This design comes from an exercise in tuning for small area, a short achievable clock period and few clock cycles per item on the open sky130 flow, not from production work. Where RTL was checked, it was by simulation tests only, not by an equivalence proof against the original. Power and IR drop assume default switching activity.

## build 83
## dual_axis_pid_with_error_weighting_top
module dual_axis_pid_with_error_weighting_top #(
   parameter int CONTROL_HZ = dapid_pkg::CONTROL_HZ_DEF,
   parameter int ANGLE_BITS = dapid_pkg::ANGLE_BITS_DEF
) (
   input  logic        clock,
   input  logic        reset,
   input  logic        req_tvalid,
   output logic        req_tready,
   input  logic [31:0] req_tdata,
   input  logic [1:0]  req_tuser,
   output logic        rsp_tvalid,
   input  logic        rsp_tready,
   output logic [63:0] rsp_tdata,
   input  logic        csr_psel,
   input  logic        csr_penable,
   input  logic        csr_pwrite,
   input  logic [4:0]  csr_paddr,
   input  logic [31:0] csr_pwdata,
   output logic [31:0] csr_prdata,
   output logic        csr_pready
);
For scale: roughly 7800 cells after synthesis, ~780 flip-flops, roughly 180 I/O pins, ~71000 µm² of cells after synthesis.
make LEC_CHECK=0 ABC_AREA=1 CAP_MARGIN=20 CORE_MARGIN=2 CORE_UTILIZATION=60 CTS_BUF_LIST=sky130_fd_sc_hd__clkbuf_8 CTS_CLUSTER_SIZE=30 PLACE_DENSITY=0.72 SLEW_MARGIN=20 SYNTH_HIERARCHICAL=1 finish   # period 11.0 ns
run.sh (not shown) runs the stock make flow with config.mk's settings and CLKGATE_MAP_FILE= SYNTH_SCRIPT=/design/flow/synth_recipe.tcl, a recipe that flattens the netlist after the stock synthesis.
Looking at the reports, build 83 completed the entire flow and the layout it produced met the timing, design-rule and antenna checks.
Testbench counts of build 83, summed over its fixed seeds: cycles 6,457, ticks 2,048.
For build 14, these inputs were changed with respect to build 83:
Settings: a deleted CTS_CLUSTER_SIZE that had been 30; a deleted CTS_BUF_LIST that had been sky130_fd_sc_hd__clkbuf_8.
### Flow results
Build 14 vs build 83 — total met3 wirelength after detailed routing climbed slightly
Build 83 and build 14 ended up with nearly the same final routed wirelength across all metal layers.
Mean cell area of the mapped netlist: build 14 vs build 83 identical
In the reports for build 83 and build 14, the smaller number of buffers inserted during clock tree synthesis belongs to build 14.
Delta (build 14 minus build 83): number of buffers on the longest clock path did not really move, via count has decreased, met3 track demand over resource in global routing shrank by 0.59 points, cell area closely matched the old numbers.
Relative to build 14, the following input files were edited for build 90:
Settings: CTS_BUF_LIST now sky130_fd_sc_hd__clkbuf_4 sky130_fd_sc_hd__clkbuf_8, previously not set.
[summary]
- Build 90 vs build 14 — register share of total power rose 0.2 points.
- From build 14 to build 90 the numbers moved as follows: signed area change from the synthesized netlist to the final layout closely matched the old numbers; total detailed-routing wirelength now sits at about the same level.
- Non-filler instance count after layout: build 90 vs build 14 up about 1%
- Looking only at fraction of power consumed by the clock network, and setting everything else aside, the lower value of build 90 and build 14 goes to build 90.
- Overall power of the completed layout for build 90 is lower than for build 14.


## the previous run
Another version of the RTL of dual_axis_pid_with_error_weighting_top (not shown whole).
Size in the first run: about 8300 cells after synthesis, roughly 780 flip-flops, ~180 I/O pins, about 72000 µm² of cells after synthesis.
==> flow/config.mk <==
export PLATFORM = sky130hd
export DESIGN_NAME = dual_axis_pid_with_error_weighting_top
export DESIGN_NICKNAME = dual_axis_pid_with_error_weighting_top
export VERILOG_FILES = /design/flow/design.v
export SDC_FILE = /design/flow/constraint.sdc
export NUM_CORES = 4
export LEC_CHECK = 0
export ABC_AREA = 1
export CAP_MARGIN = 20
export CORE_MARGIN = 2
export CORE_UTILIZATION = 60
export PLACE_DENSITY = 0.72
export SLEW_MARGIN = 20
==> flow/constraint.sdc <==
create_clock -name core_clock -period 11.0 [get_ports {clock}]
set_input_delay 2.2000 -clock core_clock [delete_from_list [all_inputs] [get_ports {clock}]]
set_output_delay 2.2000 -clock core_clock [all_outputs]
set_load 0.01 [all_outputs]
#### Input delta (the current run over the previous run)
-- flow/config.mk --
<<< the previous run, line 11
export CORE_UTILIZATION = 60
export PLACE_DENSITY = 0.72
>>> the current run, line 11
export CORE_UTILIZATION = 70
export PLACE_DENSITY = 0.8
### Flow results
The current run: global router's overall resource usage is 5.1 points higher than what the previous run reported.
Relative area of clock buffers and inverters in the final design: the current run vs the previous run, no meaningful difference
Met2 routing resource usage after global routing (the current run over the previous run): increase, 9.3 points
Comparing power for the current run and the previous run, the bigger number came from the previous run.
In the reports for the current run and the previous run, the larger detail-routed via count per cell belongs to the current run.
Multi-input gate area in the final layout: the current run vs the previous run — no meaningful difference
When the final numbers for the current run and the previous run were put side by side, the clock power share turned out to be greater in the previous run.
Function was not checked in any run of this note: the RTL went through the layout flow alone.


dual_axis_pid_with_error_weighting_top, a different RTL version from the one above (not shown whole).
Size in the first run: about 8,500 cells after synthesis, about 780 flip-flops, about 180 I/O pins, roughly 0.073 mm2 of cells after synthesis.
Settings: LEC_CHECK=0, ABC_AREA=1, CAP_MARGIN=20, CORE_MARGIN=2, CORE_UTILIZATION=60, PLACE_DENSITY=0.72, SLEW_MARGIN=20; clock period 11.0 ns.
Edit:
- CORE_UTILIZATION: 60 -> 50
- PLACE_DENSITY: 0.72 -> 0.65
Total power goes down by 1.5%.
Wire length climbs by 1.7%.
Global-route usage fell by 4.6 points.
Count of clock-buffer cells in the layout is lower by 3.
Maximum frequency shrinks by 5.2%.
Worst setup slack loses 0.29 ns.
Core utilization is lower by 11 points.
Die area is higher by about 20%.
Non-clock buffer count increases by 2.
Sequential cell count stays the same.
No functional check of the RTL was part of any run of this note.

==> re-timing with driven ports <==
How much do the figures lean on ideal ports? The routed layouts below were timed once more, with nothing changed but the port constraints.
Step 1 sets driving cells, clkbuf_16 on the clock port and buf_2 on the other inputs (assumed; they add their load-dependent delay and slew).
Step 2 also shifts input and output timing later by t, the mid clock arrival at the registers, as if the neighbouring blocks saw the same clock.
Three values: ideal ports, drivers, drivers and shift; two values: the first two.
| run | shift t [ns] | setup slack, ns | clock arrival spread, ns | worst data-port slew with drivers (ns) |
|---|---|---|---|---|
| build 83 | 0.943 | 6.519 / 6.519 / 6.483 | 0.050 / 0.050 | 0.14 |
| build 14 | 0.760 | 6.487 / 6.487 / 6.487 | 0.049 / 0.049 | 0.14 |
| build 90 | 0.948 | 6.573 / 6.558 / 6.485 | 0.044 / 0.044 | 0.14 |
| the previous run | 0.788 | 5.817 / 5.817 / 5.817 | 0.044 / 0.043 | 0.05 |
| the current run | 0.757 | 5.757 / 5.757 / 5.757 | 0.032 / 0.032 | 0.07 |
| the first run of note 3 | 0.798 | 5.611 / 5.611 / 5.611 | 0.074 / 0.073 | 0.04 |
| the second run of note 3 | 0.789 | 5.317 / 5.317 / 5.317 | 0.067 / 0.067 | 0.04 |
After both steps every run listed still meets setup and hold. For build 90, which loses most, drivers alone change the setup slack by -0.015 ns; drivers and shift together by -0.088 ns.
